Background: an optimization exercise with open tools, aiming at small area, a short achievable clock period and few clock cycles. Do not read the settings as production practice.
Only simulation tests tie the RTL to the original design; equivalence was not proved.
Power figures rest on the tool's default switching activity, not on a simulated workload.

===== flow/run.sh =====
#!/bin/bash
# synth_recipe.tcl (not shown) runs the flow's synth.tcl, then flattens the netlist and writes it again
# the make line also repeats each setting of config.mk as NAME=value (left out here)
make -C /OpenROAD-flow-scripts/flow DESIGN_CONFIG=/design/flow/config.mk WORK_HOME=/design/flow/orfs CLKGATE_MAP_FILE= SYNTH_SCRIPT=/design/flow/synth_recipe.tcl finish

===== flow/config.mk =====
export PLATFORM = sky130hd
export DESIGN_NAME = circular_list_deque_unit
export DESIGN_NICKNAME = circular_list_deque_unit
export VERILOG_FILES = /design/flow/design.v
export SDC_FILE = /design/flow/constraint.sdc
export NUM_CORES = 4
export LEC_CHECK = 0
export CAP_MARGIN = 20
export CORE_MARGIN = 2
export CORE_UTILIZATION = 65
export CTS_CLUSTER_DIAMETER = 150
export CTS_CLUSTER_SIZE = 25
export SETUP_SLACK_MARGIN = 2.3
export SLEW_MARGIN = 20

===== flow/constraint.sdc =====
create_clock -name core_clock -period 4.5 [get_ports {clk}]
set_input_delay 0.9000 -clock core_clock [delete_from_list [all_inputs] [get_ports {clk}]]
set_output_delay 0.9000 -clock core_clock [all_outputs]
set_load 0.01 [all_outputs]

===== flow/design.v =====
package cdq_pkg;
    localparam int WORD_W   = 32;
    localparam int KIND_W   = 3;
    localparam int STATUS_W = 2;
    localparam logic [KIND_W-1:0] KIND_PUSH_FRONT = 3'd0;
    localparam logic [KIND_W-1:0] KIND_PUSH_BACK  = 3'd1;
    localparam logic [KIND_W-1:0] KIND_POP_FRONT  = 3'd2;
    localparam logic [KIND_W-1:0] KIND_POP_BACK   = 3'd3;
    localparam logic [KIND_W-1:0] KIND_READ_ALL   = 3'd4;
    localparam logic [STATUS_W-1:0] STATUS_OK    = 2'd0;
    localparam logic [STATUS_W-1:0] STATUS_EMPTY = 2'd1;
    localparam logic [STATUS_W-1:0] STATUS_FULL  = 2'd2;
    typedef enum logic [2:0] {
        OP_PUSH_FRONT,
        OP_PUSH_BACK,
        OP_POP_FRONT,
        OP_POP_BACK,
        OP_READ_ALL
    } op_t;
    typedef struct packed {
        op_t                      op;
        logic signed [WORD_W-1:0] value;
    } cmd_t;
    typedef struct packed {
        logic full;
        logic empty;
    } q_status_t;
    typedef enum logic [1:0] {
        ST_IDLE,
        ST_READ,
        ST_DUMP
    } state_t;
endpackage
module circular_list_deque_unit #(
    parameter int CAPACITY = 32
) (
    input  logic                                    clk,
    input  logic                                    rst_n,
    input  logic                                    req_valid,
    output logic                                    req_stall,
    input  logic [cdq_pkg::KIND_W-1:0]              kind,
    input  logic signed [cdq_pkg::WORD_W-1:0]       value,
    output logic                                    rsp_valid,
    input  logic                                    rsp_stall,
    output logic signed [cdq_pkg::WORD_W-1:0]       item,
    output logic [cdq_pkg::STATUS_W-1:0]            status,
    output logic                                    last
);
    localparam int PW = $clog2(CAPACITY);
    localparam int CW = $clog2(CAPACITY + 1);
    localparam int WW = cdq_pkg::WORD_W;
    logic [WW-1:0] mem [0:CAPACITY-1];
    logic          s_valid, stall_q, port_ok;
    logic          s_pf, s_pb, s_popf, s_popb, s_rd;
    logic [WW-1:0] s_value;
    logic          h_valid;
    logic          h_pf, h_pb, h_popf, h_popb, h_rd;
    logic [WW-1:0] h_value;
    logic [PW-1:0] f_ptr, b_ptr, r_ptr;
    logic [PW-1:0] f_dec, f_inc, b_dec, b_inc;
    logic          empty_r, full_r, single_r;
    logic          dumping, dlast_r;
    logic                r_valid, r_last;
    logic [1:0]          r_status;
    logic [CAPACITY-1:0] r_sel;
    logic          o_valid, o_port, o_last;    
    logic [1:0]    o_status;
    logic [WW-1:0] o_item;
    logic o_free, r_free, go;
    logic push_ok, pop_ok, rd_ok;
    logic [PW-1:0] dump_addr;
    logic sel_b, sel_f;
    logic dump_last, h_done, h_take;
    logic [3:0]    w_lo;       
    logic [7:0]    w_hi;       
    logic [PW-1:0] wa;
    logic [WW-1:0] w_data;
    logic [WW-1:0] rd_word;
    assign o_free = !o_valid || !rsp_stall;
    assign r_free = !r_valid || o_free;
    assign go     = h_valid && r_free;
    assign push_ok = (h_pf || h_pb) && !full_r;
    assign pop_ok  = (h_popf || h_popb) && !empty_r;
    assign rd_ok   = h_rd && !empty_r;
    assign dump_addr = dumping ? r_ptr : f_ptr;
    assign dump_last = dumping ? dlast_r : single_r;
    assign h_done    = !h_rd || empty_r || dump_last;
    assign h_take    = go && h_done;
    assign req_stall = stall_q;
    assign port_ok = req_valid && kind <= cdq_pkg::KIND_READ_ALL;
    assign h_valid = s_valid || port_ok;
    assign h_pf    = s_valid ? s_pf   : (kind == cdq_pkg::KIND_PUSH_FRONT);
    assign h_pb    = s_valid ? s_pb   : (kind == cdq_pkg::KIND_PUSH_BACK);
    assign h_popf  = s_valid ? s_popf : (kind == cdq_pkg::KIND_POP_FRONT);
    assign h_popb  = s_valid ? s_popb : (kind == cdq_pkg::KIND_POP_BACK);
    assign h_rd    = s_valid ? s_rd   : (kind == cdq_pkg::KIND_READ_ALL);
    assign h_value = s_valid ? s_value : value;
    always_ff @(posedge clk or negedge rst_n)
    begin
        if (!rst_n)
        begin
            s_valid <= 1'b0;
            stall_q <= 1'b0;
        end
        else
        begin
            s_valid <= h_valid && !h_take;
            stall_q <= s_valid ? !(r_free && h_done) : (port_ok && !(r_free && h_done));
        end
    end
    always_ff @(posedge clk)
    begin
        if (!s_valid)
        begin
            s_pf    <= (kind == cdq_pkg::KIND_PUSH_FRONT);
            s_pb    <= (kind == cdq_pkg::KIND_PUSH_BACK);
            s_popf  <= (kind == cdq_pkg::KIND_POP_FRONT);
            s_popb  <= (kind == cdq_pkg::KIND_POP_BACK);
            s_rd    <= (kind == cdq_pkg::KIND_READ_ALL);
            s_value <= value;
        end
    end
    always_ff @(posedge clk or negedge rst_n)
    begin
        if (!rst_n)
        begin
            f_ptr    <= '0;
            b_ptr    <= PW'(CAPACITY - 1);
            empty_r  <= 1'b1;
            full_r   <= 1'b0;
            single_r <= 1'b0;
            dumping  <= 1'b0;
        end
        else if (go)
        begin
            if (h_pf && !full_r)
            begin
                f_ptr <= f_dec;
            end
            if (h_pb && !full_r)
            begin
                b_ptr <= b_inc;
            end
            if (h_popf && !empty_r)
            begin
                f_ptr <= f_inc;
            end
            if (h_popb && !empty_r)
            begin
                b_ptr <= b_dec;
            end
            if (push_ok)
            begin
                empty_r  <= 1'b0;
                full_r   <= (f_dec == b_inc);           
                single_r <= empty_r;
            end
            if (pop_ok)
            begin
                empty_r  <= single_r;
                full_r   <= 1'b0;
                single_r <= (f_inc == b_ptr);           
            end
            if (rd_ok)
            begin
                dumping <= !dump_last;
            end
        end
    end
    always_ff @(posedge clk)
    begin
        if (go && h_rd)
        begin
            r_ptr   <= dump_addr + PW'(1);
            dlast_r <= dumping ? (r_ptr == b_dec) : (f_ptr == b_dec);
        end
    end
    always_ff @(posedge clk or negedge rst_n)
    begin
        if (!rst_n)
        begin
            w_hi <= '0;
        end
        else
        begin
            for (int j = 0; j < 8; j++)
            begin
                w_hi[j] <= go && push_ok && wa[4:2] == 3'(j);
            end
        end
    end
    assign f_dec = f_ptr - PW'(1);
    assign f_inc = f_ptr + PW'(1);
    assign b_dec = b_ptr - PW'(1);
    assign b_inc = b_ptr + PW'(1);
    assign wa    = h_pf ? f_dec : b_inc;
    always_ff @(posedge clk)
    begin
        for (int j = 0; j < 4; j++)
        begin
            w_lo[j] <= (wa[1:0] == 2'(j));
        end
        w_data <= h_value;
    end
    always_ff @(posedge clk)
    begin
        for (int i = 0; i < CAPACITY; i++)
        begin
            if (w_hi[i / 4] && w_lo[i % 4])
            begin
                mem[i] <= w_data;
            end
        end
    end
    assign sel_b = h_popb && !empty_r;
    assign sel_f = (h_popf || h_rd) && !empty_r;
    always_ff @(posedge clk or negedge rst_n)
    begin
        if (!rst_n)
        begin
            r_valid <= 1'b0;
        end
        else if (r_free)
        begin
            r_valid <= go;
        end
    end
    always_ff @(posedge clk or negedge rst_n)
    begin
        if (!rst_n)
        begin
            r_sel    <= '0;
            r_last   <= 1'b0;
            r_status <= '0;
        end
        else if (r_free)
        begin
            for (int i = 0; i < CAPACITY; i++)
            begin
                r_sel[i] <= (sel_b && b_ptr == PW'(i)) || (sel_f && dump_addr == PW'(i));
            end
            r_last   <= h_done;
            r_status <= (h_pf || h_pb) ? (full_r ? cdq_pkg::STATUS_FULL : cdq_pkg::STATUS_OK)
                                       : (empty_r ? cdq_pkg::STATUS_EMPTY : cdq_pkg::STATUS_OK);
        end
    end
    always_comb
    begin
        rd_word = '0;
        for (int i = 0; i < CAPACITY; i++)
        begin
            rd_word = rd_word | (mem[i] & {WW{r_sel[i]}});
        end
    end
    always_ff @(posedge clk or negedge rst_n)
    begin
        if (!rst_n)
        begin
            o_valid <= 1'b0;
        end
        else if (o_free)
        begin
            o_valid <= r_valid;
        end
    end
    always_ff @(posedge clk or negedge rst_n)
    begin
        if (!rst_n)
        begin
            o_port <= 1'b0;
        end
        else
        begin
            o_port <= r_valid || (o_port && rsp_stall);
        end
    end
    always_ff @(posedge clk or negedge rst_n)
    begin
        if (!rst_n)
        begin
            o_item   <= '0;
            o_status <= '0;
            o_last   <= 1'b0;
        end
        else if (o_free)
        begin
            o_item   <= rd_word;
            o_status <= r_status;
            o_last   <= r_last;
        end
    end
    assign rsp_valid = o_port;
    assign item      = o_item;
    assign status    = o_status;
    assign last      = o_last;
endmodule

==> reports/metrics.yaml, run 1 <==
period_share_pct: 48.81
cp_max_fo: 23
clkLatencyLatePin_ns: 0.66
synth_area_um2: 42520
slowest_delay_ns: 0.94
slew_viol_final: 0
grt_pass1_vias: 24110
grt_first_pass_wirelength_um: 182200
routabilityCongestion: 0.8499
dr.first_iter.drc_count: 4981
outcome: "complete, no violations"
grt-ovfl-total: 0
start_util_pct: 65.84
rsz0062_at_grt: "true"
startpoint_type: "register"
vias: 25670
wl_per_cell_um: 39.37
finalSetupViolCount: 0
synth_cells: 2423
io_pins: 76
h-tree-depth: 2
drc: 0
ys_ff_latch: 1168
synth_flop_cell: "edfxtp_1"
areaGrowthSynthToFinish_pct: 8.619
ys_seq_area_share_pct: 81.15
crit_type: "reg2reg"
nNetsFinal: 2536
drt-total-wl_um: 133000
crit_arrival_ns: 2.53
slew_headroom_pct: 24.52
crit_chain: "and2_2 > buf_4"
power_leakage_nw: 14.48
numCtsBuffers: 52
skew_ns: 0.02058
synth-edff-count: 1062
synthArstFlopShare_pct: 8.305
crit_path_start: "w_lo[1]"
end_kind: "register"
drt_first_pass_iters: 8
grt_use_total_pct: 39.60
die_w_um: 259.8
hold_violations: 0
n_fill_cell: 4048
grt_max_degree: 51
synth.distinct_cells: 57
period_needed_ns: 2.197
yosysWarnings: 2
port_buffers: 75
cp.required_ns: 4.83
rows: 93
synth_fp_nets: 2477
p_per_area_nw_per_um2: 478.6
reg2reg_from: "w_lo[1]"
cp_slowest_cell: "and2_2"
peakVddDrop_mv: 0.4780
rrSetupSlack_ns: 2.30
die-area_um2: 67480
clock_path_buffers: 3
tns_ns: 0
tightest_slew_ns: 1.132
vias_per_cell: 7.597
ant_nets: 0
antenna_found_initial: 1
avgSynthCellArea_um2: 17.55
cts.clk_slew.worst_paths_ns: 0.11
cts_sinks: 1168
clock.fmax_mhz: 455.3
p_total_mw: 22.10
detailed_place_hpwl_um: 64960
die_h_um: 259.8
max_cap_viol_count: 0
core-area_um2: 64580
drive_gt1_share_pct: 12.68
cts-root-buf: "clkbuf_16"
cts_tree: "yes"
hold_class: "in2async"
==> logic make-up after synthesis <==
group / Yosys count / share of synthesized area [%]
compound gates: 638 / 11.11
xor+xnor: 35 / 0.7209
fa+ha+maj: 15 / 0.4414
buf+inv: 177 / 1.607
flops: 1168 / 81.15
mux: 8 / 0.2089
simple gates: 382 / 4.761
==> report_power, final <==
| part | total, mW | leakage, nW | switching [mW] | internal (mW) |
|---|---|---|---|---|
| Combinational | 3.34 | 2.94 | 2.04 | 1.31 |
| Clock | 5.50 | 0.723 | 3.22 | 2.28 |
| Sequential | 13.3 | 10.8 | 0.828 | 12.4 |
==> what timing repair did <==
action                     in CTS  in global routing
pin swaps                       2                  3
gates resized for setup       142                 44
setup endpoints to repair     120                119
cloned                          0                  0
hold buffers                    0                  0
buffers inserted               22                 17
==> Yosys cell counts (all sizes together) (3+ instances only) <==
cell    instances  share of area, %
buf            10              0.13
xor2           12              0.25
a22o            4             0.082
nor3            5             0.059
a221o          22              0.52
mux2            4              0.11
nor4           37              0.54
a21oi          88               1.0
mux2i           4             0.094
nand3          44              0.52
and2           36              0.54
o21ai          10              0.12
edfxtp       1062                75
or3             3             0.044
and3            3             0.044
a21o            5             0.088
a221oi          5              0.10
inv            16              0.14
ha             15              0.44
a222oi         32              0.75
dfrtp          91               5.4
dfstp           6              0.37
clkbuf        151               1.3
o31ai           3             0.053
nand2          44              0.39
xnor2          23              0.47
a32oi          11              0.23
or4b            3             0.071
dfxtp           9              0.42
nor2           94              0.83
nand4          97               1.4
nand2b          4             0.059
a22oi         444               7.8
==> area by class of cell <==
cell class | count | area, um^2 | share of cell area, %
Tap cell | 855 | 1070 | 2.316
Multi-Input combinational cell | 1078 | 7684 | 16.64
Timing Repair Buffer | 166 | 1277 | 2.766
Sequential cell | 1168 | 34570 | 74.84
Clock inverter | 2 | 25.02 | 0.05418
Clock buffer | 93 | 1498 | 3.243
Antenna cell | 1 | 2.502 | 0.005418
Inverter | 16 | 63.81 | 0.1382
==> state kept, by name, summed over array words and instances, names as in the netlist, 2 cells and up <==
name / count
mem: 1024
w_lo: 4
f_ptr: 5
o_status: 2
r_ptr: 5
r_status: 2
w_data: 32
r_sel: 32
b_ptr: 5
o_item: 32
w_hi: 8
==> critical path: cells and delay by family (launching register included) <==
| kind | cells | cell delay (ns) |
|---|---|---|
| and+or+nand+nor | 1 | 0.94 |
| DFF | 1 | 0.46 |
| buffers and inverters | 1 | 0.44 |
==> stage by stage <==
stage	std cells	worst slack, ns	hold slack, ns	utilization [%]	instance area (um^2)
after floorplan	2423	1.864	0.4386	-	42670
after global placement	3244	1.346	0.4527	68.69	44360
after detailed placement	3244	1.275	0.4575	68.69	44360
after CTS	3361	2.290	0.3811	71.33	46070
after global routing	3378	2.291	0.4003	71.51	46180
final	3379	2.304	0.3453	71.52	46190
==> cell usage in the layout (no fill, tap or decap), types with 5 or more instances in the layout <==
cell | synthesis | final
a222oi_1 | 32 | 32
nor2_1 | 94 | 85
buf_4 | 0 | 89
dfstp_2 | 6 | 5
clkbuf_16 | 0 | 54
inv_1 | 16 | 14
nand2_1 | 44 | 42
dfrtp_1 | 91 | 54
a32oi_1 | 11 | 11
nor2_2 | 0 | 7
nand4_1 | 97 | 97
dfxtp_1 | 9 | 9
edfxtp_1 | 1062 | 1062
nor3_1 | 5 | 5
a21o_1 | 5 | 5
nand3_1 | 44 | 41
and2_2 | 0 | 12
and2_4 | 1 | 23
dfrtp_2 | 0 | 33
a221o_1 | 22 | 22
clkbuf_1 | 150 | 39
nor4_2 | 0 | 7
a21oi_1 | 87 | 81
a21oi_2 | 1 | 5
xnor2_1 | 23 | 23
xor2_1 | 12 | 12
o21ai_0 | 10 | 9
buf_2 | 2 | 22
clkbuf_2 | 1 | 14
a221oi_1 | 5 | 5
nor4_1 | 37 | 28
a22oi_1 | 444 | 444
ha_1 | 15 | 11
clkdlybuf4s50_1 | 0 | 34
==> final timing paths <==
path                       cells after the start     endpoint
min in group core_clock                        2  o_status[1]
setup / recovery                               2   mem[13][4]
max in group asynchronous                      2     r_sel[8]
hold reg to reg                                2  o_status[1]
setup reg to reg                               2   mem[13][4]
hold / removal                                 1     f_ptr[4]
==> metal layers <==
metal,GRT usage (%),wire (um),vias to the layer above
met4,13.20,5272,0
met2,61.36,61660,2311
li1,-,-,10010
met1,57.28,46100,13000
met5,0,0,-
met3,8.343,19980,350
Testbench counts, summed over its fixed seeds: cycles 8,144.
==> run 2: changes to the inputs <==
--- a/flow/config.mk
+++ b/flow/config.mk
@@ -11,4 +11,4 @@
 export CTS_CLUSTER_DIAMETER = 150
 export CTS_CLUSTER_SIZE = 25
-export SETUP_SLACK_MARGIN = 2.3
+export SETUP_SLACK_MARGIN = 2.45
 export SLEW_MARGIN = 20
==> run 2 against run 1 <==
Against the previous run: still clean; clock power about the same; core utilization up 1.8 points; wire length up 4.3%; clock skew down 0.0051 ns; critical endpoint is now item[11].
==> reports/metrics.yaml, run 2 <==
synth.distinct_cells: 57  # unchanged
grt_first_pass_wirelength_um: 185500  # +1.8%
outcome: "complete, no violations"
crit_chain: "buf_2"
synthArstFlopShare_pct: 8.305  # unchanged
power_leakage_nw: 14.96  # +3.3%
r2r_cells: 5  # +3
drt-total-wl_um: 138800  # +4.3%
clock_path_buffers: 3  # unchanged
vias: 26220  # +2.1%
areaGrowthSynthToFinish_pct: 11.35
multiInputGateArea_um2: 7960  # +3.6%
die_h_um: 259.8  # unchanged
cp_num_buf_inv: 1  # unchanged
cp_max_fo: 2  # -91%
synth_fp_nets: 2477  # unchanged
ys_ff_latch: 1168  # unchanged
drt_first_pass_iters: 8  # unchanged
wl_per_cell_um: 40.26  # +2.3%
cts_tree: "yes"
hold_violations: 0  # unchanged
hold_class: "in2async"
nNetsFinal: 2604  # +2.7%
slew_viol_final: 0  # unchanged
routabilityCongestion: 0.8447  # -0.61%
vias_per_cell: 7.606  # +0.11%
largest_reg_flops: 1024  # unchanged
avgSynthCellArea_um2: 17.55  # unchanged
cts_sinks: 1168  # unchanged
max_cap_viol_count: 0  # unchanged
cts.clk_slew.worst_paths_ns: 0.10  # about the same
grt_use_total_pct: 40.26  # +0.65 points
synth_area_um2: 42520  # unchanged
cp.required_ns: 3.60  # -1.23 ns
synthTopCellsByArea: "edfxtp_1, a22oi_1, dfrtp_1"
end_kind: "output port"
final_common_cell: "edfxtp_1"
tns_ns: 0  # unchanged
tightest_slew_ns: 1.019  # -0.1128 ns
crit_type: "reg2out"
detailed_place_hpwl_um: 68560  # +5.5%
grt_pass1_vias: 24590  # +2.0%
io_pins: 76  # unchanged
holdBufCountCts: 0  # unchanged
period_share_pct: 48.53  # -0.28 points
period_needed_ns: 2.184  # -0.01274 ns
drc: 0  # unchanged
fin_ws_ns: 2.316  # +0.01274 ns
grt-ovfl-total: 0  # unchanged
antenna_found_initial: 1  # unchanged
rows: 93  # unchanged
crit_arrival_ns: 1.28  # -1.25 ns
synth-edff-count: 1062  # unchanged
start_util_pct: 65.84  # unchanged
finalSetupViolCount: 0  # unchanged
ys_seq_area_share_pct: 81.15  # unchanged
synth_flop_cell: "edfxtp_1"
slowest_delay_ns: 0.46  # -0.48 ns
numCtsBuffers: 52  # unchanged
p_per_area_nw_per_um2: 477.7  # -0.19%
synth_cells: 2423  # unchanged
synth_top_cell_area_share_pct: 75.00  # unchanged
port_buffers: 75  # unchanged
ff_latch_area_um2: 34620  # +0.16%
die_w_um: 259.8  # unchanged
finish.utilization_pct: 73.31  # +1.8 points
ant_nets: 0  # unchanged
crit_family: "flip-flops"
synth_top_area_cell: "edfxtp_1"
clkLatencyLatePin_ns: 0.66  # about the same
synthMostInstantiatedCell: "edfxtp_1"
rrSetupSlack_ns: 2.35  # +0.05 ns
cts-root-buf: "clkbuf_16"
startpoint_type: "register"
slew_headroom_pct: 32.04  # +7.5 points
yosysWarnings: 2  # unchanged
core-area_um2: 64580  # unchanged
crit_cells: 1  # -1
dr.first_iter.drc_count: 5672  # +14%
grt_max_degree: 35  # -31%
skew_ns: 0.01546  # -0.005117 ns
place_ws_ns: 1.209  # -0.06590 ns
yosys-top-cells-count: "edfxtp_1, a22oi_1, clkbuf_1, nand4_1, nor2_1"
n_fill_cell: 3924  # -3.1%
rsz0062_at_grt: "true"
h-tree-depth: 2  # unchanged
clock.fmax_mhz: 457.9  # +0.58%
cp_slowest_cell: "dfrtp_1"
largest-register: "mem"
die-area_um2: 67480  # unchanged
peakVddDrop_mv: 0.4565  # -4.5%
drive_gt1_share_pct: 16.06  # +3.4 points
final_cell_mix: "edfxtp_1, a22oi_1, buf_4"
[run 2: cell counts after synthesis]
No cell type changed its count.
[run 2: repair_timing]
action                                  CTS  global route
endpoints found under the setup margin  312           183
resized for setup                       267            44
pin swaps                                19            26
setup buffers                            43            53
gates cloned                              0             1
[run 2: where the power goes]
part	internal, mW	switching (mW)
logic	1.59	2.31
registers	12.4	0.775
clock network	2.28	3.21
[run 2: area by class of cell]
class / count / share of cell area (%)
clock inverter: 2 / 0.05285
timing repair buffer: 234 / 4.450
inverter: 16 / 0.1348
antenna: 2 / 0.01057
tap: 855 / 2.259
sequential: 1168 / 73.12
clock buffer: 92 / 3.155
multi-input combinational: 1078 / 16.81
[run 2: path summary, 6_finish.rpt]
kind	startpoint	endpoint
max	o_item[11]	item[11]
min	rst_n	single_r
max reg2reg	s_valid	w_hi[4]
min reg2reg	o_last	o_last
max in group asynchronous	rst_n	f_ptr[2]
min in group core_clock	o_last	o_last
[run 2: cell families (layout without fill, tap and decap cells)]
kind of cell,after synthesis,count (layout),share of synthesized area [%]
adder cells (fa/ha/maj),15,15,0.4414
XOR/XNOR,35,35,0.7209
AO/OA/AOI/OAI,638,638,11.11
other,0,2,0
multiplexers,8,8,0.2089
buffers and inverters,177,344,1.607
AND/OR/NAND/NOR,382,382,4.761
flip-flops,1168,1168,81.15
[run 2: through the flow]
step                power [mW]  hold WS, ns  cells  area (um^2)
detailed placement       16.56       0.4587   3254        44430
floorplan                15.03       0.4386   2423        42720
global placement         16.48       0.4570   3254        44430
global route             23.16       0.2744   3445        47340
finish                   22.62       0.2527   3447        47350
CTS                      22.10       0.2553   3391        46600
[run 2: layer usage]
layer / GRT usage, % / vias to the layer above / wire length, um
met1: 57.76 / 13290 / 47670
met3: 9.717 / 412 / 21530
met5: 0 / - / 0
met4: 16.00 / 0 / 6791
li1: - / 10150 / -
met2: 60.72 / 2366 / 62770
==> run 3: changes to the inputs <==
--- a/flow/config.mk
+++ b/flow/config.mk
@@ -8,5 +8,5 @@
 export CAP_MARGIN = 20
 export CORE_MARGIN = 2
-export CORE_UTILIZATION = 65
+export CORE_UTILIZATION = 75
 export CTS_CLUSTER_DIAMETER = 150
 export CTS_CLUSTER_SIZE = 25
==> run 3 against run 2 <==
Against the previous run: sequential cell count stayed put; critical path depth unchanged; synthesized cell count stayed put; clock power shrank 1%; hold slack improved by 0.13 ns; largest cell class unchanged; largest power group unchanged.
==> reports/metrics.yaml, run 3 <==
detailed_place_hpwl_um: 66460  # -3.1%
clock.fmax_mhz: 458.7  # +0.17%
hold_violations: 0  # unchanged
areaGrowthSynthToFinish_pct: 9.563
cts.clk_slew.worst_paths_ns: 0.10  # about the same
cts-root-buf: "clkbuf_16"
period_share_pct: 48.45  # -0.082 points
final_common_cell: "edfxtp_1"
power.internal_mw: 16.13  # -1.1%
vias_per_cell: 7.926  # +4.2%
cts_tree: "yes"
p_per_area_nw_per_um2: 477.3  # about the same
rsz0062_at_grt: "true"
core-area_um2: 56170  # -13%
reg2reg_from: "s_valid"
nNetsFinal: 2562  # -1.6%
synth_flop_cell: "edfxtp_1"
synth_top_area_cell: "edfxtp_1"
slew_viol_final: 0  # unchanged
rows: 87  # -6.5%
die_w_um: 242.1  # -6.8%
period_needed_ns: 2.180  # -0.003670 ns
ys_seq_area_share_pct: 81.15  # unchanged
busiest_layer: "met2"
synthTopCellsByArea: "edfxtp_1, a22oi_1, dfrtp_1"
largest-register: "mem"
ff_latch_area_um2: 34580  # -0.12%
slew_headroom_pct: 30.63  # -1.4 points
antenna_found_initial: 1  # unchanged
crit_path_start: "o_item[5]"
crit_arrival_ns: 1.28  # about the same
die_h_um: 242.1  # -6.8%
cp.required_ns: 3.60  # about the same
synth.distinct_cells: 57  # unchanged
tightest_slew_ns: 1.041  # +0.02105 ns
cp_slowest_cell: "dfrtp_1"
finalSetupViolCount: 0  # unchanged
synth_cells: 2423  # unchanged
ys_ff_latch: 1168  # unchanged
skew_ns: 0.01946  # +0.003995 ns
wl_per_cell_um: 39.42  # -2.1%
largest_reg_flops: 1024  # unchanged
io_pins: 76  # unchanged
swShare_pct: 27.47  # -0.40 points
start_util_pct: 75.70  # +9.9 points
grt_util_met2_pct: 67.17  # +6.5 points
synth_area_um2: 42520  # unchanged
synth_fp_nets: 2477  # unchanged
outcome: "complete, no violations"
final_area_um2: 46590  # -1.6%
placed_area_um2: 44310  # -0.27%
port_buffers: 75  # unchanged
numCtsBuffers: 52  # unchanged
cts_sinks: 1168  # unchanged
cp_num_buf_inv: 1  # unchanged
startpoint_type: "register"
yosys-top-cells-count: "edfxtp_1, a22oi_1, clkbuf_1, nand4_1, nor2_1"
ant_nets: 0  # unchanged
drive_gt1_share_pct: 14.21  # -1.9 points
clkPwrFrac_pct: 24.5  # +0.2 points
crit_family: "flip-flops"
peakVddDrop_mv: 0.5273  # +16%
h-tree-depth: 2  # unchanged
max_cap_viol_count: 0  # unchanged
p_total_mw: 22.23  # -1.7%
crit_type: "reg2out"
grt_max_degree: 56  # +60%
crit_chain: "buf_2"
power_leakage_nw: 14.69  # -1.8%
slowest_delay_ns: 0.46  # about the same
multiInputGateArea_um2: 7835  # -1.6%
tns_ns: 0  # unchanged
n_fill_cell: 2722  # -31%
grt_use_total_pct: 44.62  # +4.4 points
grt_pass1_vias: 25210  # +2.5%
grt-ovfl-total: 0  # unchanged
synth-edff-count: 1062  # unchanged
synthMostInstantiatedCell: "edfxtp_1"
clock_path_buffers: 3  # unchanged
power_switching_mw: 6.107  # -3.1%
globalRouteMet3Util_pct: 11.45  # +1.7 points
hold_class: "in2async"
comb_power_share_pct: 16.0  # -1.3 points
use_met1_pct: 62.91  # +5.1 points
synth_top_cell_area_share_pct: 75.00  # unchanged
routabilityCongestion: 0.8974  # +6.2%
grt_first_pass_wirelength_um: 181000  # -2.4%
p_seq_share_pct: 59.5  # +1.1 points
vias: 26200  # -0.076%
avgSynthCellArea_um2: 17.55  # unchanged
dr.first_iter.drc_count: 5473  # -3.5%
final_cell_mix: "edfxtp_1, a22oi_1, nand4_1, buf_4, nor2_1"
drt_first_pass_iters: 8  # unchanged
synthArstFlopShare_pct: 8.305  # unchanged
cp_max_fo: 2  # unchanged
clkLatencyLatePin_ns: 0.66  # about the same
drc: 0  # unchanged
yosysWarnings: 2  # unchanged
drt-total-wl_um: 130300  # -6.1%
end_kind: "output port"
die-area_um2: 58610  # -13%
## run 3: repair_timing
action,in CTS,in global routing
pin swaps,7,8
hold buffers,0,0
setup buffers,35,21
setup endpoints to repair,172,270
resized for setup,222,54
## run 3: path summary, 6_finish.rpt
path	slack, ns	depth (start not counted)	to
worst max-delay path	2.32	1	item[5]
worst min-delay path	0.38	1	f_ptr[0]
worst max register to register	2.37	5	w_hi[4]
worst min register to register	0.50	2	o_status[1]
max in group asynchronous	3.21	2	r_sel[10]
min in group core_clock	0.50	2	o_status[1]
## run 3: per-stage QoR
step / hold WS (ns) / worst slack (ns) / cells / util (%)
after global routing: 0.4464 / 2.320 / 3304 / 82.94
after CTS: 0.4127 / 2.327 / 3283 / 82.26
final: 0.3804 / 2.320 / 3305 / 82.94
after detailed placement: 0.4584 / 1.239 / 3154 / 78.89
after floorplan: 0.4386 / 1.864 / 2423 / -
after global placement: 0.4534 / 1.340 / 3154 / 78.89
## run 3: routing by layer
layer | share of wire, % | wire, um
met5 | 0 | 0
met4 | 5.8 | 7557
met3 | 18 | 23270
met2 | 45 | 58760
met1 | 31 | 40690
## run 3: cells by family (layout without fill, tap and decap cells)
group                    Yosys count  count (layout)  synth area share, %
multiplexers                       8               8               0.2089
XOR/XNOR                          35              35               0.7209
other                              0               1                    0
AO/OA/AOI/OAI                    638             638                11.11
buffers and inverters            177             302                1.607
adder cells (fa/ha/maj)           15              15               0.4414
flip-flops                      1168            1168                81.15
AND/OR/NAND/NOR                  382             382                4.761
## run 3: cell type report
cell class	instances	share of cell area, %
Timing Repair Buffer	192	3.518
Clock inverter	2	0.05371
Sequential cell	1168	74.23
Antenna cell	1	0.005371
Inverter	16	0.1370
Multi-Input combinational cell	1078	16.82
Clock buffer	92	3.207
Tap cell	756	2.030
## run 3: power groups by stage
stage	logic, mW	registers, mW	clock network (mW)
after detailed placement	3.01	13.5	0
final	3.56	13.2	5.44
after global routing	3.73	13.3	5.73
after floorplan	2.00	13.0	0
after CTS	3.27	13.2	5.39
after global placement	2.92	13.5	0
==> run 4: changes to the inputs <==
--- a/flow/config.mk
+++ b/flow/config.mk
@@ -8,5 +8,5 @@
 export CAP_MARGIN = 20
 export CORE_MARGIN = 2
-export CORE_UTILIZATION = 75
+export CORE_UTILIZATION = 80
 export CTS_CLUSTER_DIAMETER = 150
 export CTS_CLUSTER_SIZE = 25
==> run 4 against run 3 <==
Against the previous run: setup slack got worse by 0.068 ns; sequential cell count unchanged; hold slack got worse by 0.13 ns; non-clock buffer count increased by 19; register-to-register slack got worse by 0.02 ns; clock skew increased by 0.011 ns; critical path type unchanged; largest power group unchanged; highest routed layer is now met5.
==> reports/metrics.yaml, run 4 <==
outcome: "complete, no violations"
synth.distinct_cells: 57  # unchanged
synth_area_um2: 42520  # unchanged
skew_ns: 0.03016  # +0.01071 ns
hold_class: "in2async"
crit_family: "flip-flops"
ys_ff_latch: 1168  # unchanged
drive_gt1_share_pct: 15.43  # +1.2 points
start_util_pct: 80.91  # +5.2 points
peakVddDrop_mv: 0.5689  # +7.9%
finalSetupViolCount: 0  # unchanged
synth_fp_nets: 2477  # unchanged
whs_ns: 0.2495  # -0.1309 ns
yosys-top-cells-count: "edfxtp_1, a22oi_1, clkbuf_1, nand4_1, nor2_1"
rows: 84  # -3.4%
drt-total-wl_um: 135700  # +4.2%
synth-edff-count: 1062  # unchanged
clock_path_buffers: 3  # unchanged
period_needed_ns: 2.248  # +0.06832 ns
cp_slowest_cell: "dfrtp_1"
ys_seq_area_share_pct: 81.15  # unchanged
ant_nets: 0  # unchanged
synthArstFlopShare_pct: 8.305  # unchanged
port_buffers: 75  # unchanged
nNetsFinal: 2581  # +0.74%
wl_met1_um: 38540  # -5.3%
yosysWarnings: 2  # unchanged
avgSynthCellArea_um2: 17.55  # unchanged
io_pins: 76  # unchanged
synth_flop_cell: "edfxtp_1"
cp.required_ns: 3.60  # about the same
final_common_cell: "edfxtp_1"
p_total_mw: 22.61  # +1.7%
tightest_slew_ns: 1.149  # +0.1085 ns
areaGrowthSynthToFinish_pct: 10.03
vias: 27340  # +4.4%
h-tree-depth: 2  # unchanged
grt_first_pass_wirelength_um: 184800  # +2.1%
die_w_um: 234.5  # -3.1%
end_kind: "output port"
largest-register: "mem"
startpoint_type: "register"
core-area_um2: 52550  # -6.4%
clkLatencyLatePin_ns: 0.67  # about the same
slew_headroom_pct: 23.40  # -7.2 points
max_cap_viol_count: 0  # unchanged
synth_top_cell_area_share_pct: 75.00  # unchanged
routabilityCongestion: 0.8777  # -2.2%
p_per_area_nw_per_um2: 483.3  # +1.3%
place_ws_ns: 1.193  # -0.04636 ns
dr.first_iter.drc_count: 6400  # +17%
numCtsBuffers: 52  # unchanged
die_h_um: 234.5  # -3.1%
finish.utilization_pct: 89.03  # +6.1 points
power_leakage_nw: 14.83  # +0.91%
crit_chain: "buf_2"
holdBufCountCts: 0  # unchanged
largest_reg_flops: 1024  # unchanged
slowest_delay_ns: 0.50  # +0.04 ns
detailed_place_hpwl_um: 67360  # +1.4%
grt_max_degree: 64  # +14%
rrSetupSlack_ns: 2.35  # -0.02 ns
synth_top_area_cell: "edfxtp_1"
final_cell_mix: "edfxtp_1, a22oi_1, buf_4"
wl_met3_um: 26800  # +15%
top_layer: "met5"
grt-ovfl-total: 0  # unchanged
crit_arrival_ns: 1.35  # +0.07 ns
crit_type: "reg2out"
cp_max_fo: 2  # unchanged
synthMostInstantiatedCell: "edfxtp_1"
hold_violations: 0  # unchanged
drt_first_pass_iters: 6  # -2
grt_pass1_vias: 26560  # +5.3%
cts_sinks: 1168  # unchanged
wl_per_cell_um: 41.68  # +5.7%
tns_ns: 0  # unchanged
period_share_pct: 49.96  # +1.5 points
cts_tree: "yes"
die-area_um2: 55010  # -6.1%
synthTopCellsByArea: "edfxtp_1, a22oi_1, dfrtp_1"
vias_per_cell: 8.398  # +5.9%
synth_cells: 2423  # unchanged
rsz0062_at_grt: "true"
cts-root-buf: "clkbuf_16"
grt_use_total_pct: 49.70  # +5.1 points
cp_num_buf_inv: 1  # unchanged
drc: 0  # unchanged
fin_ws_ns: 2.252  # -0.06832 ns
cts.clk_slew.worst_paths_ns: 0.10  # about the same
antenna_found_initial: 0  # -1
route.met2.wl_um: 58890  # +0.23%
clock.fmax_mhz: 444.8  # -3.0%
slew_viol_final: 0  # unchanged
-- run 4: per-stage QoR --
step / instances / instance area [um^2]
after CTS: 3221 / 46310
after detailed placement: 3091 / 44260
after global routing: 3254 / 46780
after floorplan: 2423 / 42720
after global placement: 3091 / 44260
final: 3256 / 46790
-- run 4: cell type report --
type,instances,area [um^2]
Sequential cell,1168,34590
Multi-Input combinational cell,1078,7956
Fill cell,1898,5763
Timing Repair Buffer,211,1793
Clock buffer,91,1490
Tap cell,688,860.8
Inverter,16,68.82
Clock inverter,2,25.02
Antenna cell,2,5.005
-- run 4: what timing repair did --
item	4_1_cts	5_1_grt
pin swaps	13	13
buffers inserted	37	33
hold endpoints to repair	0	0
gates resized for setup	250	64
setup endpoints to repair	226	288
-- run 4: cells by family after synthesis --
kind of cell    share of synthesized area (%)
flops                                   81.15
compound gates                          11.11
simple gates                            4.761
buf+inv                                 1.607
xor+xnor                               0.7209
fa+ha+maj                              0.4414
mux                                    0.2089
-- run 4: routing by layer --
layer	track usage (%)	up-vias
met3	19.49	882
met1	63.39	12950
met5	0.1786	-
met2	72.31	3409
li1	-	10100
met4	32.21	2
-- run 4: path summary, 6_finish.rpt --
| check | start | to | cells past startpoint |
|---|---|---|---|
| worst max register to register | s_valid | w_hi[7] | 5 |
| worst min register to register | r_status[0] | r_status[0] | 2 |
| min in group core_clock | r_status[0] | r_status[0] | 2 |
| max in group asynchronous | rst_n | r_sel[23] | 2 |
| worst min-delay path | rst_n | f_ptr[0] | 1 |
| worst max-delay path | o_item[18] | item[18] | 1 |
-- run 4: power breakdown --
group / switching, mW / total [mW] / internal [mW]
Combinational: 2.38 / 3.93 / 1.55
Sequential: 0.776 / 13.2 / 12.4
Clock: 3.20 / 5.47 / 2.28
Total: 6.35 / 22.6 / 16.3
==> run 5: changes to the inputs <==
--- a/flow/config.mk
+++ b/flow/config.mk
@@ -8,5 +8,5 @@
 export CAP_MARGIN = 20
 export CORE_MARGIN = 2
-export CORE_UTILIZATION = 80
+export CORE_UTILIZATION = 85
 export CTS_CLUSTER_DIAMETER = 150
 export CTS_CLUSTER_SIZE = 25
==> run 5 against run 4 <==
Against the previous run: the run now fails in global routing; synthesized area unchanged; synthesized cell count unchanged.
==> reports/metrics.yaml, run 5 <==
synthArstFlopShare_pct: 8.305  # unchanged
holdBufCountCts: 0  # unchanged
port_buffers: 75  # unchanged
synthMostInstantiatedCell: "edfxtp_1"
yosys.area_share.xor_xnor_pct: 0.7209  # unchanged
firstError: "[ERROR GRT-0232] Routing congestion too high. Check the congestion heatmap in the GUI."
routabilityCongestion: 0.8937  # +1.8%
detailed_place_hpwl_um: 70760  # +5.0%
cts-root-buf: "clkbuf_16"
rows: 81  # -3.6%
yosys-top-cells-count: "edfxtp_1, a22oi_1, clkbuf_1, nand4_1, nor2_1"
synth_top_cell_area_share_pct: 75.00  # unchanged
ys_seq_area_share_pct: 81.15  # unchanged
grt-ovfl-total: 1614
synth_fp_nets: 2477  # unchanged
avgSynthCellArea_um2: 17.55  # unchanged
outcome: "stopped before the end"
io_pins: 76  # unchanged
yosys.area_share.simple_pct: 4.761  # unchanged
worst-ep-kind: "sequential cell input"
numCtsBuffers: 52  # unchanged
worstEndpointGrtRepair: "mem[0][6]$_DFFE_PP_/DE"
synthMuxAreaShare_pct: 0.2089  # unchanged
grt_use_total_pct: 97.62
synth_fa_ha_area_share_pct: 0.4414  # unchanged
ys_ff_latch: 1168  # unchanged
yosysWarnings: 2  # unchanged
synth_area_um2: 42520  # unchanged
clock_path_buffers: 3  # unchanged
synth_flop_cell: "edfxtp_1"
die_w_um: 227.7  # -2.9%
synth_top_family_by_area: "compound AO/OA/AOI/OAI gates"
synth_cells: 2423  # unchanged
h-tree-depth: 2  # unchanged
synth_compound_area_share_pct: 11.11  # unchanged
synth.distinct_cells: 57  # unchanged
synthTopCellsByArea: "edfxtp_1, a22oi_1, dfrtp_1"
start_util_pct: 86.51  # +5.6 points
synth_top_area_cell: "edfxtp_1"
stop_stage: "global routing"
cts_sinks: 1168  # unchanged
synth-edff-count: 1062  # unchanged
grt_max_degree: 52
die_h_um: 227.7  # -2.9%
==> run 5: cell counts after synthesis <==
Identical to the previous run, type by type.
==> run 5: power by group through the flow <==
stage          clock [mW]  sequential (mW)  combinational (mW)
4_1_cts              5.50             13.2                3.88
3_3_place_gp            0             13.4                2.94
3_5_place_dp            0             13.5                3.13
2_1_floorplan           0             13.0                2.00
==> run 5: metrics by stage <==
stage	utilization, %	power [mW]	worst slack (ns)	std cells	area (um^2)
after floorplan	-	15.03	1.864	2423	42720
after global placement	90.00	16.34	1.306	3070	44240
after detailed placement	90.00	16.59	1.201	3070	44240
after CTS	94.84	22.54	2.313	3217	46610
==> run 5: how the worst max path moves through the flow <==
stage / to / slack [ns] / depth (start not counted)
CTS: item[17] / 2.31 / 1
detailed placement: r_sel[0] / 1.20 / 6
global placement: r_sel[0] / 1.31 / 6
floorplan: w_hi[4] / 1.86 / 7
==> run 5: layer usage <==
layer  track usage, %  overflow
met1            94.96       213
met2            104.3       693
met3            91.98       189
met4            101.9       484
met5            81.02        35
==> run 5: kinds of logic after synthesis <==
kind of cell,Yosys count
buffers and inverters,177
flip-flops,1168
AND/OR/NAND/NOR,382
multiplexers,8
adder cells (fa/ha/maj),15
XOR/XNOR,35
AO/OA/AOI/OAI,638
==> run 5: what timing repair did <==
item	CTS
setup buffers	56
setup endpoints to repair	281
gates resized for setup	290
pin swaps	17
gates cloned	1
==> run 6: changes to the inputs <==
--- a/flow/config.mk
+++ b/flow/config.mk
@@ -8,7 +8,7 @@
 export CAP_MARGIN = 20
 export CORE_MARGIN = 2
-export CORE_UTILIZATION = 85
+export CORE_UTILIZATION = 65
 export CTS_CLUSTER_DIAMETER = 150
 export CTS_CLUSTER_SIZE = 25
-export SETUP_SLACK_MARGIN = 2.45
+export SETUP_SLACK_MARGIN = 2.6
 export SLEW_MARGIN = 20
==> run 6 against run 5 <==
Against the previous run: the run now finishes clean; synthesized area unchanged; synthesized cell count unchanged.
==> reports/metrics.yaml, run 6 <==
synthMostInstantiatedCell: "edfxtp_1"
end_kind: "output port"
synth_area_um2: 42520  # unchanged
synth_top_family_by_area: "compound AO/OA/AOI/OAI gates"
hold_class: "in2async"
slew_viol_final: 0
tns_ns: 0
synth_cells: 2423  # unchanged
detailed_place_hpwl_um: 68230  # -3.6%
reg2reg_from: "s_valid"
p_per_area_nw_per_um2: 475.2
ant_nets: 0
cts_tree: "yes"
clock.fmax_mhz: 458.2
cp.required_ns: 3.60
ys_ff_latch: 1168  # unchanged
synthMuxAreaShare_pct: 0.2089  # unchanged
crit_arrival_ns: 1.28
port_buffers: 75  # unchanged
drive_gt1_share_pct: 18.46
rrSetupSlack_ns: 2.32
final_cells: 3501
cp_slowest_cell: "dfrtp_1"
slew_headroom_pct: 29.63
dr.first_iter.drc_count: 5102
synth_flop_cell: "edfxtp_1"
nNetsFinal: 2657
grt_first_pass_wirelength_um: 193600
outcome: "complete, no violations"
cts-root-buf: "clkbuf_16"
antenna_found_initial: 2
synth_fp_nets: 2477  # unchanged
cts_sinks: 1168  # unchanged
drt-total-wl_um: 143900
yosys.area_share.simple_pct: 4.761  # unchanged
placed_area_um2: 44460  # +0.51%
power_leakage_nw: 15.33
ys_seq_area_share_pct: 81.15  # unchanged
crit_type: "reg2out"
grt-ovfl-total: 0
synth_top_cell_area_share_pct: 75.00  # unchanged
die_h_um: 259.8  # +14%
drc: 0
synth.distinct_cells: 57  # unchanged
max_cap_viol_count: 0
vias_per_cell: 7.627
rows: 93  # +15%
yosys.area_share.xor_xnor_pct: 0.7209  # unchanged
start_util_pct: 65.84  # -21 points
yosys-top-cells-count: "edfxtp_1, a22oi_1, clkbuf_1, nand4_1, nor2_1"
rr_endpoint: "r_sel[25]"
synthArstFlopShare_pct: 8.305  # unchanged
drt_first_pass_iters: 7
grt_max_degree: 76
core-area_um2: 64580
grt_pass1_vias: 25070
finalSetupViolCount: 0
vias: 26700
rsz0062_at_grt: "true"
startpoint_type: "register"
final_common_cell: "edfxtp_1"
largest_reg_flops: 1024
clkLatencyLatePin_ns: 0.66
synth_compound_area_share_pct: 11.11  # unchanged
final_area_um2: 48130
dpl.cell_count: 3251  # +5.9%
crit_chain: "buf_2"
synth_top_area_cell: "edfxtp_1"
skew_ns: 0.01777
peakVddDrop_mv: 0.4521
synth_fa_ha_area_share_pct: 0.4414  # unchanged
routabilityCongestion: 0.8751  # -2.1%
tightest_slew_ns: 1.056
hold_violations: 0
avgSynthCellArea_um2: 17.55  # unchanged
clock_path_buffers: 3  # unchanged
cp_num_buf_inv: 1
synthTopCellsByArea: "edfxtp_1, a22oi_1, dfrtp_1"
numCtsBuffers: 52  # unchanged
io_pins: 76  # unchanged
slowest_delay_ns: 0.45
r2r_cells: 6
die_w_um: 259.8  # +14%
areaGrowthSynthToFinish_pct: 13.19
cts.clk_slew.worst_paths_ns: 0.10
finish.utilization_pct: 74.53
period_needed_ns: 2.183
largest-register: "mem"
grt_use_total_pct: 42.49
yosysWarnings: 2  # unchanged
crit_family: "flip-flops"
holdBufCountCts: 0  # unchanged
wl_per_cell_um: 41.10
final_cell_mix: "edfxtp_1, a22oi_1, buf_4"
h-tree-depth: 2  # unchanged
period_share_pct: 48.50
synth-edff-count: 1062  # unchanged
die-area_um2: 67480
cp_max_fo: 2
[run 6: how the worst max path moves through the flow]
stage,startpoint,endpoint,depth (start not counted)
final,o_item[31],item[31],1
after global routing,s_valid,w_hi[6],5
after CTS,o_item[31],item[31],1
after detailed placement,kind[2],r_sel[11],6
after global placement,kind[2],r_sel[27],6
after floorplan,kind[1],w_hi[4],7
[run 6: kinds of logic after synthesis]
kind of cell	Yosys count
AND/OR/NAND/NOR	382
flip-flops	1168
XOR/XNOR	35
adder cells (fa/ha/maj)	15
buffers and inverters	177
AO/OA/AOI/OAI	638
multiplexers	8
[run 6: final cells by class]
| class | count | area [um^2] |
|---|---|---|
| sequential | 1168 | 34640 |
| fill | 3797 | 16450 |
| multi-input combinational | 1079 | 8143 |
| timing repair buffer | 286 | 2713 |
| clock buffer | 94 | 1480 |
| tap | 855 | 1070 |
| inverter | 16 | 70.07 |
| clock inverter | 1 | 8.758 |
| antenna | 2 | 5.005 |
[run 6: repair_timing]
| action | 4_1_cts | 5_1_grt |
|---|---|---|
| setup endpoints to repair | 413 | 185 |
| gates cloned | 0 | 2 |
| resized for setup | 289 | 78 |
| buffers inserted | 116 | 35 |
| pin swaps | 30 | 37 |
[run 6: through the flow]
stage / total power [mW] / hold slack (ns) / worst slack (ns)
finish: 22.87 / 0.2513 / 2.317
global route: 23.38 / 0.3265 / 2.315
CTS: 22.27 / 0.4834 / 2.322
detailed placement: 16.59 / 0.4608 / 1.157
global placement: 16.50 / 0.4623 / 1.236
floorplan: 15.08 / 0.4386 / 1.864
[run 6: routing by layer]
metal | global-route usage [%] | vias to the layer above | wire length, um
met5 | 0 | - | 13
met4 | 18.85 | 2 | 8886
met3 | 10.68 | 509 | 22350
met2 | 65.17 | 2544 | 65220
met1 | 58.72 | 13380 | 47430
li1 | - | 10270 | -
[run 6: report_power, final]
part,internal [mW],total (mW),switching (mW),leakage (nW)
Sequential,12.4,13.1,0.638,10.8
Clock,2.25,5.45,3.21,0.706
Combinational,1.71,4.33,2.62,3.82
==> run 7: changes to the inputs <==
--- a/flow/config.mk
+++ b/flow/config.mk
@@ -8,7 +8,7 @@
 export CAP_MARGIN = 20
 export CORE_MARGIN = 2
-export CORE_UTILIZATION = 65
+export CORE_UTILIZATION = 75
 export CTS_CLUSTER_DIAMETER = 150
 export CTS_CLUSTER_SIZE = 25
-export SETUP_SLACK_MARGIN = 2.6
+export SETUP_SLACK_MARGIN = 2.5
 export SLEW_MARGIN = 20
==> run 7 against run 6 <==
Against the previous run: clock-buffer cell count is the same; non-clock buffer count fell by 69; register-to-register slack better by 0.06 ns; global-route usage grew 2.9 points; setup slack improved by 0.0023 ns; sequential cell count stayed put; wire length down 8.1%; core utilization up 9.0 points; via count decreased by 0.83%; die area shrank 13%; critical path type unchanged.
==> reports/metrics.yaml, run 7 <==
io_pins: 76  # unchanged
die_h_um: 242.1  # -6.8%
peakVddDrop_mv: 0.5127  # +13%
dr.first_iter.drc_count: 5480  # +7.4%
synthArstFlopShare_pct: 8.305  # unchanged
reg2reg_from: "s_valid"
synth_top_area_cell: "edfxtp_1"
wl_met3_um: 23000  # +2.9%
max_cap_viol_count: 0  # unchanged
route.met2.wl_um: 59780  # -8.3%
grt_pass1_vias: 25560  # +2.0%
drive_gt1_share_pct: 15.22  # -3.2 points
crit_chain: "buf_2"
drt_first_pass_iters: 6  # -1
clkLatencyLatePin_ns: 0.66  # about the same
vias: 26480  # -0.83%
grt_first_pass_wirelength_um: 183700  # -5.1%
start_util_pct: 75.70  # +9.9 points
holdBufCountCts: 0  # unchanged
synth_cells: 2423  # unchanged
skew_ns: 0.02378  # +0.006012 ns
drc: 0  # unchanged
startpoint_type: "register"
detailed_place_hpwl_um: 65760  # -3.6%
numCtsBuffers: 52  # unchanged
end_kind: "output port"
core-area_um2: 56170  # -13%
slowest_delay_ns: 0.45  # about the same
final_common_cell: "edfxtp_1"
crit_arrival_ns: 1.28  # about the same
p_per_area_nw_per_um2: 477.8  # +0.54%
wl_per_cell_um: 39.68  # -3.5%
ant_nets: 0  # unchanged
yosysWarnings: 2  # unchanged
synth_flop_cell: "edfxtp_1"
h-tree-depth: 2  # unchanged
largest-register: "mem"
nNetsFinal: 2587  # -2.6%
cts_tree: "yes"
final_area_um2: 46890  # -2.6%
cts-root-buf: "clkbuf_16"
period_share_pct: 48.45  # -0.052 points
rows: 87  # -6.5%
die_w_um: 242.1  # -6.8%
fin_ws_ns: 2.320  # +0.002330 ns
yosys-top-cells-count: "edfxtp_1, a22oi_1, clkbuf_1, nand4_1, nor2_1"
final_cells: 3334  # -4.8%
finalSetupViolCount: 0  # unchanged
synthMostInstantiatedCell: "edfxtp_1"
antenna_found_initial: 0  # -2
drt-total-wl_um: 132300  # -8.1%
synth_fp_nets: 2477  # unchanged
cts.clk_slew.worst_paths_ns: 0.10  # about the same
synth_area_um2: 42520  # unchanged
cp_slowest_cell: "dfrtp_1"
cts_sinks: 1168  # unchanged
tns_ns: 0  # unchanged
final_cell_mix: "edfxtp_1, a22oi_1, buf_4"
port_buffers: 75  # unchanged
largest_reg_flops: 1024  # unchanged
dpl.cell_count: 3153  # -3.0%
rsz0062_at_grt: "true"
tightest_slew_ns: 1.004  # -0.05131 ns
slew_headroom_pct: 33.05  # +3.4 points
vias_per_cell: 7.942  # +4.1%
cp_num_buf_inv: 1  # unchanged
grt_use_total_pct: 45.42  # +2.9 points
crit_path_start: "o_item[28]"
routabilityCongestion: 0.8608  # -1.6%
hold_class: "in2async"
outcome: "complete, no violations"
hold_violations: 0  # unchanged
synth.distinct_cells: 57  # unchanged
synth-edff-count: 1062  # unchanged
p_total_mw: 22.40  # -2.0%
die-area_um2: 58610  # -13%
cp.required_ns: 3.60  # about the same
avgSynthCellArea_um2: 17.55  # unchanged
place_ws_ns: 1.222  # +0.06426 ns
ys_seq_area_share_pct: 81.15  # unchanged
synth_top_cell_area_share_pct: 75.00  # unchanged
power_leakage_nw: 14.84  # -3.2%
synthTopCellsByArea: "edfxtp_1, a22oi_1, dfrtp_1"
crit_family: "flip-flops"
placed_area_um2: 44310  # -0.34%
wl_met1_um: 41740  # -12%
cp_max_fo: 2  # unchanged
ys_ff_latch: 1168  # unchanged
crit_type: "reg2out"
slew_viol_final: 0  # unchanged
top_layer: "met4"
period_needed_ns: 2.180  # -0.002330 ns
grt_max_degree: 54  # -29%
clock_path_buffers: 3  # unchanged
clock.fmax_mhz: 458.6  # +0.11%
areaGrowthSynthToFinish_pct: 10.28
grt-ovfl-total: 0  # unchanged
## run 7: where the power goes
part	switching (mW)	total (mW)	leakage, nW	internal, mW
Sequential	0.676	13.1	10.8	12.4
Clock	3.13	5.42	0.724	2.29
Combinational	2.34	3.87	3.30	1.53
Total	6.15	22.4	14.8	16.3
## run 7: final timing paths
path | end | slack [ns] | cells after the start
max | item[28] | 2.32 | 1
min reg2reg | r_status[0] | 0.48 | 2
min in group core_clock | r_status[0] | 0.48 | 2
max reg2reg | w_hi[6] | 2.38 | 5
min | single_r | 0.40 | 1
max in group asynchronous | r_sel[18] | 3.17 | 2
## run 7: layer usage
| layer | vias to the layer above | global-route usage (%) |
|---|---|---|
| met2 | 2866 | 68.54 |
| met3 | 555 | 13.15 |
| li1 | 10100 | - |
| met5 | - | 0 |
| met1 | 12960 | 63.40 |
| met4 | 0 | 20.04 |
## run 7: repair_timing
item                       CTS  global route
pin swaps                    6            17
setup buffers               47            35
resized for setup          250            42
setup endpoints to repair  391           190
## run 7: cell families after synthesis
| family | Yosys count | synth area share, % |
|---|---|---|
| AOI/OAI and AO/OA | 638 | 11.11 |
| xor gates and xnor gates | 35 | 0.7209 |
| adders and majority gates | 15 | 0.4414 |
| buffers and inverters | 177 | 1.607 |
| DFF | 1168 | 81.15 |
| muxes | 8 | 0.2089 |
| and+or+nand+nor | 382 | 4.761 |
## run 7: layout make-up
class	instances	area [um^2]
antenna	3	7.507
clock buffer	94	1501
clock inverter	2	25.02
fill	2671	9279
inverter	16	66.31
multi-input combinational	1078	7890
sequential	1168	34600
tap	756	945.9
timing repair buffer	217	1852
## run 7: metrics by stage
step / hold WS, ns / utilization [%]
final: 0.3970 / 83.48
after global routing: 0.4288 / 83.47
after CTS: 0.4078 / 82.60
after detailed placement: 0.4579 / 78.89
after global placement: 0.4501 / 78.89
after floorplan: 0.4386 / -

==> what the ideal ports hide <==
The flow's constraints put no driver on any port. The routed layouts listed below were extracted and timed again, unchanged, in two steps.
Step 1 (the two cells are an assumption about what drives the block):
set clk [get_ports {clk}]
set_driving_cell -lib_cell sky130_fd_sc_hd__clkbuf_16 $clk
set_driving_cell -lib_cell sky130_fd_sc_hd__buf_2 [delete_from_list [all_inputs] $clk]
Step 2, shift: input delay + t, output delay - t, t = (earliest + latest rising clock arrival at the registers) / 2. This alone moves slack from input paths to output paths.
Slacks: ideal / step 1 / step 2; pairs: ideal / step 1.
| run | shift t [ns] | slack for setup (ns) | clock arrival spread, ns | slew at the worst register clock pin (ns) | cell pins on the clock port's net |
|---|---|---|---|---|---|
| run 1 | 0.712 | 2.303 / 2.256 / 1.674 | 0.022 / 0.021 | 0.11 / 0.11 | 1 |
| run 2 | 0.724 | 2.316 / 2.244 / 1.678 | 0.019 / 0.019 | 0.10 / 0.10 | 1 |
| run 3 | 0.711 | 2.320 / 2.256 / 1.704 | 0.023 / 0.022 | 0.10 / 0.10 | 1 |
| run 4 | 0.728 | 2.252 / 2.183 / 1.772 | 0.032 / 0.031 | 0.11 / 0.11 | 1 |
| run 6 | 0.717 | 2.317 / 2.249 / 1.677 | 0.019 / 0.018 | 0.10 / 0.10 | 1 |
| run 7 | 0.713 | 2.320 / 2.252 / 1.703 | 0.028 / 0.028 | 0.10 / 0.10 | 1 |
After both steps setup and hold are still met in every run listed. For run 6, which loses most, drivers alone change the setup slack by -0.068 ns; drivers and shift together by -0.640 ns.
